Background: an optimization exercise with open tools, aiming at small area, a short achievable clock period and few clock cycles per item. Do not read the settings as production practice. Only simulation tests tie the RTL to the original design; equivalence was not proved. No activity file was given, so power comes from the tool's default toggle rates.

### design.v
package smm_pkg;
  localparam int unsigned MAX_NNZ = 8;
  localparam int unsigned IDX_W   = 5;
  localparam int unsigned VAL_W   = 4;
  localparam int unsigned OUT_W   = 9;
  localparam int unsigned KEY_W   = 2 * IDX_W;
  localparam int unsigned PROD_W  = 2 * VAL_W;
  localparam int unsigned ENTRY_W = 2 * IDX_W + VAL_W;
  localparam int unsigned LIST_N  = 64;
  localparam int unsigned CNT_W   = 7;
  localparam int unsigned RD_W    = 6;
  localparam int unsigned NNZ_W   = 4;
  localparam int unsigned PTR_W   = 3;
  typedef struct packed {
    logic [IDX_W-1:0] row;
    logic [IDX_W-1:0] col;
    logic [VAL_W-1:0] val;
  } entry_t;
  typedef enum logic [2:0] {IDLE, IN_A, IN_B, COMPUTE, OUTPUT} state_e;
endpackage
import smm_pkg::*;
module smm_result_list
(
  input  logic             clk_i,
  input  logic             rst_i,
  input  logic             clr_i,
  input  logic             ins_valid_i,
  input  logic [KEY_W-1:0] ins_key_i,
  input  logic [OUT_W-1:0] ins_val_i,
  input  logic [RD_W-1:0]  rd_idx_i,
  output logic [KEY_W-1:0] rd_key_c_o,
  output logic [OUT_W-1:0] rd_val_c_o,
  output logic [CNT_W-1:0] count_o
);
  logic [KEY_W-1:0] key_q [LIST_N];
  logic [OUT_W-1:0] val_q [LIST_N];
  logic [CNT_W-1:0] count_q;
  logic [CNT_W-1:0] pos_c;
  logic             hit_c;
  logic [RD_W-1:0]  hit_idx_c;
  always_comb begin
    pos_c     = '0;
    hit_c     = 1'b0;
    hit_idx_c = '0;
    for (int s = 0; s < LIST_N; s++) begin
      if (CNT_W'(s) < count_q) begin
        if (key_q[s] < ins_key_i) pos_c = pos_c + CNT_W'(1);
        if (key_q[s] == ins_key_i) begin
          hit_c     = 1'b1;
          hit_idx_c = RD_W'(s);
        end
      end
    end
  end
  always_ff @(posedge clk_i or posedge rst_i) begin
    if (rst_i) begin
      count_q <= '0;
      for (int s = 0; s < LIST_N; s++) begin
        key_q[s] <= '0;
        val_q[s] <= '0;
      end
    end else if (clr_i) begin
      count_q <= '0;
    end else if (ins_valid_i) begin
      if (hit_c) begin
        val_q[hit_idx_c] <= val_q[hit_idx_c] + ins_val_i;
      end else if (count_q < CNT_W'(LIST_N)) begin
        for (int s = 1; s < LIST_N; s++) begin
          if (CNT_W'(s) > pos_c) begin
            key_q[s] <= key_q[s-1];
            val_q[s] <= val_q[s-1];
          end
        end
        key_q[pos_c[RD_W-1:0]] <= ins_key_i;
        val_q[pos_c[RD_W-1:0]] <= ins_val_i;
        count_q <= count_q + CNT_W'(1);
      end
    end
  end
  assign rd_key_c_o = key_q[rd_idx_i];
  assign rd_val_c_o = val_q[rd_idx_i];
  assign count_o    = count_q;
endmodule
import smm_pkg::*;
module sparse_matrix_mult
(
  input  logic             clk,
  input  logic             rst_n,
  input  logic             in_valid_size,
  input  logic             in_size,
  input  logic             in_valid_a,
  input  logic [IDX_W-1:0] in_row_a,
  input  logic [IDX_W-1:0] in_col_a,
  input  logic [VAL_W-1:0] in_val_a,
  input  logic             in_valid_b,
  input  logic [IDX_W-1:0] in_row_b,
  input  logic [IDX_W-1:0] in_col_b,
  input  logic [VAL_W-1:0] in_val_b,
  output logic             out_valid,
  output logic [IDX_W-1:0] out_row,
  output logic [IDX_W-1:0] out_col,
  output logic [OUT_W-1:0] out_val
);
  smm_pkg::state_e  state_q, state_d;
  logic             size_q, size_d;
  logic [NNZ_W-1:0] na_q, na_d, nb_q, nb_d;
  logic [PTR_W-1:0] i_q, i_d, j_q, j_d;
  logic [RD_W-1:0]  rd_q, rd_d;
  logic             out_valid_q, out_valid_d;
  logic [IDX_W-1:0] out_row_q, out_row_d, out_col_q, out_col_d;
  logic [OUT_W-1:0] out_val_q, out_val_d;
  logic [ENTRY_W-1:0] a_q [MAX_NNZ];
  logic [ENTRY_W-1:0] b_q [MAX_NNZ];
  logic             a_we_c, b_we_c, clr_c, ins_valid_c, last_i_c, last_j_c;
  logic [IDX_W-1:0] mask_c;
  logic [ENTRY_W-1:0] in_a_c, in_b_c, pa_c, pb_c;
  logic [PROD_W-1:0] prod_c;
  logic [KEY_W-1:0] rd_key_c;
  logic [OUT_W-1:0] rd_val_c;
  logic [CNT_W-1:0] count;
  assign mask_c   = {size_q, {(IDX_W-1){1'b1}}};
  assign in_a_c   = {in_row_a & mask_c, in_col_a & mask_c, in_val_a};
  assign in_b_c   = {in_row_b & mask_c, in_col_b & mask_c, in_val_b};
  assign pa_c     = a_q[i_q];
  assign pb_c     = b_q[j_q];
  assign prod_c   = PROD_W'(pa_c[VAL_W-1:0]) * PROD_W'(pb_c[VAL_W-1:0]);
  assign last_i_c = {1'b0, i_q} == na_q - NNZ_W'(1);
  assign last_j_c = {1'b0, j_q} == nb_q - NNZ_W'(1);
  smm_result_list u_list (
    .clk_i       (clk),
    .rst_i       (rst_n),
    .clr_i       (clr_c),
    .ins_valid_i (ins_valid_c),
    .ins_key_i   ({pa_c[VAL_W+IDX_W+:IDX_W], pb_c[VAL_W+:IDX_W]}),
    .ins_val_i   (OUT_W'(prod_c)),
    .rd_idx_i    (rd_q),
    .rd_key_c_o  (rd_key_c),
    .rd_val_c_o  (rd_val_c),
    .count_o     (count)
  );
  always_comb begin
    state_d     = state_q;
    size_d      = size_q;
    na_d        = na_q;
    nb_d        = nb_q;
    i_d         = i_q;
    j_d         = j_q;
    rd_d        = rd_q;
    out_valid_d = 1'b0;
    out_row_d   = '0;
    out_col_d   = '0;
    out_val_d   = '0;
    a_we_c      = 1'b0;
    b_we_c      = 1'b0;
    clr_c       = 1'b0;
    ins_valid_c = 1'b0;
    unique case (state_q)
      IDLE: if (in_valid_size) begin
        state_d = IN_A;
        size_d  = in_size;
        na_d    = '0;
        nb_d    = '0;
        clr_c   = 1'b1;
      end
      IN_A: begin
        if (in_valid_b) begin
          state_d = IN_B;
          b_we_c  = nb_q < NNZ_W'(MAX_NNZ);
        end else if (in_valid_a) begin
          a_we_c  = na_q < NNZ_W'(MAX_NNZ);
        end
      end
      IN_B: begin
        if (in_valid_b) begin
          b_we_c = nb_q < NNZ_W'(MAX_NNZ);
        end else begin
          state_d = (na_q == '0 || nb_q == '0) ? OUTPUT : COMPUTE;
          i_d     = '0;
          j_d     = '0;
          rd_d    = '0;
        end
      end
      COMPUTE: begin
        ins_valid_c = pa_c[VAL_W+:IDX_W] == pb_c[VAL_W+IDX_W+:IDX_W];
        if (last_i_c && last_j_c) begin
          state_d = OUTPUT;
        end else if (last_j_c) begin
          j_d = '0;
          i_d = i_q + PTR_W'(1);
        end else begin
          j_d = j_q + PTR_W'(1);
        end
      end
      OUTPUT: begin
        out_valid_d = 1'b1;
        if (count == '0) begin
          state_d = IDLE;
        end else begin
          out_row_d = rd_key_c[KEY_W-1 -: IDX_W];
          out_col_d = rd_key_c[IDX_W-1:0];
          out_val_d = rd_val_c;
          if (CNT_W'(rd_q) == count - CNT_W'(1)) state_d = IDLE;
          else rd_d = rd_q + RD_W'(1);
        end
      end
      default: state_d = IDLE;
    endcase
    if (a_we_c) na_d = na_q + NNZ_W'(1);
    if (b_we_c) nb_d = nb_q + NNZ_W'(1);
  end
  always_ff @(posedge clk or posedge rst_n) begin
    if (rst_n) begin
      state_q     <= IDLE;
      size_q      <= 1'b0;
      na_q        <= '0;
      nb_q        <= '0;
      i_q         <= '0;
      j_q         <= '0;
      rd_q        <= '0;
      out_valid_q <= 1'b0;
      out_row_q   <= '0;
      out_col_q   <= '0;
      out_val_q   <= '0;
      for (int k = 0; k < MAX_NNZ; k++) begin
        a_q[k] <= '0;
        b_q[k] <= '0;
      end
    end else begin
      state_q     <= state_d;
      size_q      <= size_d;
      na_q        <= na_d;
      nb_q        <= nb_d;
      i_q         <= i_d;
      j_q         <= j_d;
      rd_q        <= rd_d;
      out_valid_q <= out_valid_d;
      out_row_q   <= out_row_d;
      out_col_q   <= out_col_d;
      out_val_q   <= out_val_d;
      if (a_we_c) a_q[na_q[PTR_W-1:0]] <= in_a_c;
      if (b_we_c) b_q[nb_q[PTR_W-1:0]] <= in_b_c;
    end
  end
  assign out_valid = out_valid_q;
  assign out_row   = out_row_q;
  assign out_col   = out_col_q;
  assign out_val   = out_val_q;
endmodule
### run.sh
#!/bin/bash
# synth_recipe.tcl (not shown) runs the flow's synth.tcl, then flattens the netlist and writes it again
# the make line also repeats each setting of config.mk as NAME=value (left out here)
make -C /OpenROAD-flow-scripts/flow DESIGN_CONFIG=/design/flow/config.mk WORK_HOME=/design/flow/orfs CLKGATE_MAP_FILE= SYNTH_SCRIPT=/design/flow/synth_recipe.tcl finish
### config.mk
export PLATFORM = sky130hd
export DESIGN_NAME = sparse_matrix_mult
export DESIGN_NICKNAME = sparse_matrix_mult
export VERILOG_FILES = /design/flow/design.v
export SDC_FILE = /design/flow/constraint.sdc
export NUM_CORES = 4
export LEC_CHECK = 0
export CAP_MARGIN = 20
export CORE_MARGIN = 2
export CORE_UTILIZATION = 25
export PLACE_DENSITY = 0.35
export SLEW_MARGIN = 20
### constraint.sdc
create_clock -name core_clock -period 60.0 [get_ports {clk}]
set_input_delay 12.0000 -clock core_clock [delete_from_list [all_inputs] [get_ports {clk}]]
set_output_delay 12.0000 -clock core_clock [all_outputs]
set_load 0.01 [all_outputs]
==> run summary <==
## metal layers
metal  global-route usage  vias to the layer above  share of wire
met2                0.647                     8962           0.42
met5             0.000213                        -        0.00051
met3                0.123                     2683          0.090
met4                0.396                       74           0.10
li1                     -                    48800              -
met1                0.534                    65500           0.39
## area by class of cell
type | count | area, um2 | share of cell area
sequential | 1491 | 37300 | 0.283
timing repair buffer | 781 | 6270 | 0.0475
antenna | 141 | 353 | 0.00267
tap | 5952 | 7450 | 0.0564
clock inverter | 73 | 891 | 0.00675
multi-input combinational | 10200 | 72200 | 0.547
clock buffer | 309 | 6240 | 0.0473
inverter | 323 | 1260 | 0.00957
## path summary, 6_finish.rpt
check                      startpoint                   to  slack, ns  cells past startpoint
max                            j_q[2]  u_list.val_q[16][7]       9.05                    241
min                         a_q[2][8]            a_q[2][8]       0.47                      2
max reg2reg                    j_q[2]  u_list.val_q[16][7]       9.05                    241
min reg2reg                 a_q[2][8]            a_q[2][8]       0.47                      2
max in group asynchronous       rst_n  u_list.val_q[22][1]      43.75                      7
min in group asynchronous       rst_n         out_col_q[4]      11.36                      2
## power by group
| part | switching, W | leakage, nW | internal [W] |
|---|---|---|---|
| registers | 0.000536 | 20.5 | 0.00119 |
| clock network | 0.000589 | 3.51 | 0.000772 |
| logic | 0.00366 | 33.2 | 0.00115 |
## state kept, by name, summed over array words and instances (netlist names)
register,flops
u_list.key_q,640
u_list.val_q,576
a_q,112
b_q,112
out_val_q,9
u_list.count_q,7
rd_q,6
out_col_q,5
out_row_q,5
na_q,4
nb_q,4
i_q,3
j_q,3
state_q,3
out_valid_q,1
size_q,1
## metrics by stage
step / cells / total power (W)
3_3_place_gp: 18700 / 0.00631
6_report: 19300 / 0.00790
5_1_grt: 19200 / 0.00799
2_1_floorplan: 12900 / 0.00367
3_5_place_dp: 18700 / 0.00634
4_1_cts: 19100 / 0.00771
## kinds of logic (layout without fill, tap and decap cells)
group / count (synthesis) / after routing / share of synthesized area
flip-flops: 1491 / 1491 / 0.331
XOR/XNOR: 468 / 468 / 0.0470
multiplexers: 923 / 923 / 0.0911
buffers and inverters: 1189 / 1486 / 0.0413
AND/OR/NAND/NOR: 3810 / 3810 / 0.156
other: 0 / 141 / 0
AO/OA/AOI/OAI: 4254 / 4254 / 0.251
adder cells (fa/ha/maj): 751 / 751 / 0.0826
## worst max-delay path: cells and delay by family (launching register included)
kind            cells  cell delay (ns)
flops               1             0.94
simple gates       69             9.87
xor+xnor            1             0.19
buf+inv            27             3.21
compound gates     62            13.00
fa+ha+maj          65            18.85
mux                17             4.68
## synthesized netlist by cell type (51+ instances only)
cell type	count
a211oi_1	176
a21o_1	201
a21oi_1	1050
a221oi_1	213
a222oi_1	80
a22o_1	152
a22oi_1	503
a31oi_1	135
and2_1	75
and3_1	64
buf_1	61
buf_2	80
clkbuf_1	706
dfrtp_1	1491
ha_1	693
inv_1	309
maj3_1	51
mux2_1	173
mux2_2	595
mux2i_1	145
nand2_1	1215
nand3_1	330
nand4_1	255
nor2_1	1158
nor2b_1	100
nor3_1	227
nor4_1	83
o211ai_1	134
o21ai_0	801
o21ai_1	106
o22ai_1	187
o31ai_1	59
xnor2_1	278
xor2_1	98
==> results by group <==
Status
  • Status: no timing/DRC/antenna violations

STA
  • Max-slew headroom: 0.0409
  • Least-Margin Pin Slew: 1.44 ns
  • Final setup margin: 9.05 ns
  • Setup violators final: 0
  • Setup TNS: 0 ns
  • Setup Skew: 0.133 ns
  • Hold Vio Cnt, Final: 0
  • Fin crit period: 50.95 ns
  • RSZ-0062 raised after global routing: false
  • Fin Hold WS: 0.473 ns
  • Period utilization: 0.849
  • Final max-slew violation count: 0
  • F_max: 19.6 MHz

Route
  • DRT iter0 DRCs: 18100
  • DRT antenna net count: 0
  • DR pass1 iterations: 6
  • Vias: 126000
  • Per-cell routed wire length: 54.2 um
  • Residual DRC count: 0
  • Via density: 6.54
  • Routed WL: 1040000 um

Hold path
  • Hold Path Class: register to register

Logic synthesis
  • Post-synthesis area per instance: 8.74 um2
  • Main synth FF type: dfrtp_1
  • Post-Syn Nets: 13600
  • Post-synthesis cell count: 12900
  • Post-synth top area share: 0.331
  • Synth top area cells: dfrtp_1, ha_1, mux2_2
  • Post-synthesis sequential area ratio: 0.331
  • Post-Synthesis Cell Area: 0.113 mm2
  • FF+latch count, synth: 1491
  • EDFF count, synth: 0
  • Synth area leader: dfrtp_1
  • Share of flip-flops with an asynchronous set or reset: 1.00
  • Synth Warn #: 6
  • Cell variety after synth: 140

Setup path
  • Cell mode on critical path: ha_1
  • Worst EP required: 60.92 ns
  • Worst path max stage delay: 0.94 ns
  • Critical path launch point type: register
  • CP arrival: 51.88 ns
  • Critical-path top delay cell: dfrtp_1
  • CP Class: register to register
  • Setup crit end kind: register
  • Crit-path max FO: 35

Layout
  • Most frequent cells in the layout: dfrtp_1, nand2_1, a21oi_1
  • Synthesis-to-layout area growth: 17.2%
  • Final core utilization: 0.294
  • Commonest non-fill, non-tap cell in the layout: dfrtp_1
  • Nets: 13700
  • # fillers: 47500
  • Share of layout cells above drive strength 1: 0.165
  • Final instance area: 0.132 mm2

Clock tree
  • Number of CTS-inserted buffers: 211
  • CTS max path bufs: 4
  • Latest clock arrival within the worst-skew pair: 1.07 ns
  • Resize count post-CTS: 0
  • CTS Root Cell: clkbuf_16
  • Post-CTS setup buffer count: 0
  • CTS tree: built
  • H-tree depth: 4
  • TritonCTS sink count: 1491
  • Worst-path clk slew: 0.07 ns
  • CTS Hold Buffers Added: 0

Placement
  • IO buf count: 53
  • Area after DPL: 0.124 mm2
  • Hpwl dp: 809000 um
  • Pre-CTS setup slack: 9.49 ns
  • Placer congestion estimate: 1.08

Power and ir drop
  • Maximum VDD drop: 181 uV
  • Pwr Density: 59.9 mW/mm2
  • P_leak: 57.2 nW

Global route
  • GRT Total Usage: 0.444
  • Vias in the first global route: 115000
  • Grt total ovfl: 0
  • Largest net degree at the start of global routing: 133
  • First-pass GRT wire length: 1320000 um
  • Initial antenna violation count: 232

Floorplan
  • Num rows: 246
  • Top Ports: 54
  • Area of the die: 0.456 mm2
  • DIE HEIGHT: 675 um
  • Initial cell density of the core: 0.251
  • Horiz. Die Dim: 675 um
  • Total core area: 0.449 mm2

Job
  • Max Cap Viol: 0
Testbench counts, summed over its fixed seeds: cycles 46,353, jobs 800.

==> afterwards: timing with drivers on the ports <==
No port has a modelled driver above. Below, the same layout with a new extraction and two added sets of constraints. Step 1 (the two cells are an assumption about what drives the block):
set clk [get_ports {clk}]
set_driving_cell -lib_cell sky130_fd_sc_hd__clkbuf_16 $clk
set_driving_cell -lib_cell sky130_fd_sc_hd__buf_2 [delete_from_list [all_inputs] $clk]
Step 2 moves the port delays by t, midway between the first and last clock arrival at a register: inputs arrive t later, outputs are due t later. That takes back most of the time a late clock gives input paths. a / b / c = ideal / step 1 / step 2; a / b = the first two.
t, ns: 1.131
setup slack, ns: 9.049 / 9.049 / 9.049
worst register clock-pin slew, ns: 0.08 / 0.08
worst data-port slew with drivers (ns): 0.14
pins driven straight from the clock port: 1
After both steps this run still meets setup and hold. The setup slack of this run moves by 0.000 ns with the drivers and by 0.000 ns with both steps.
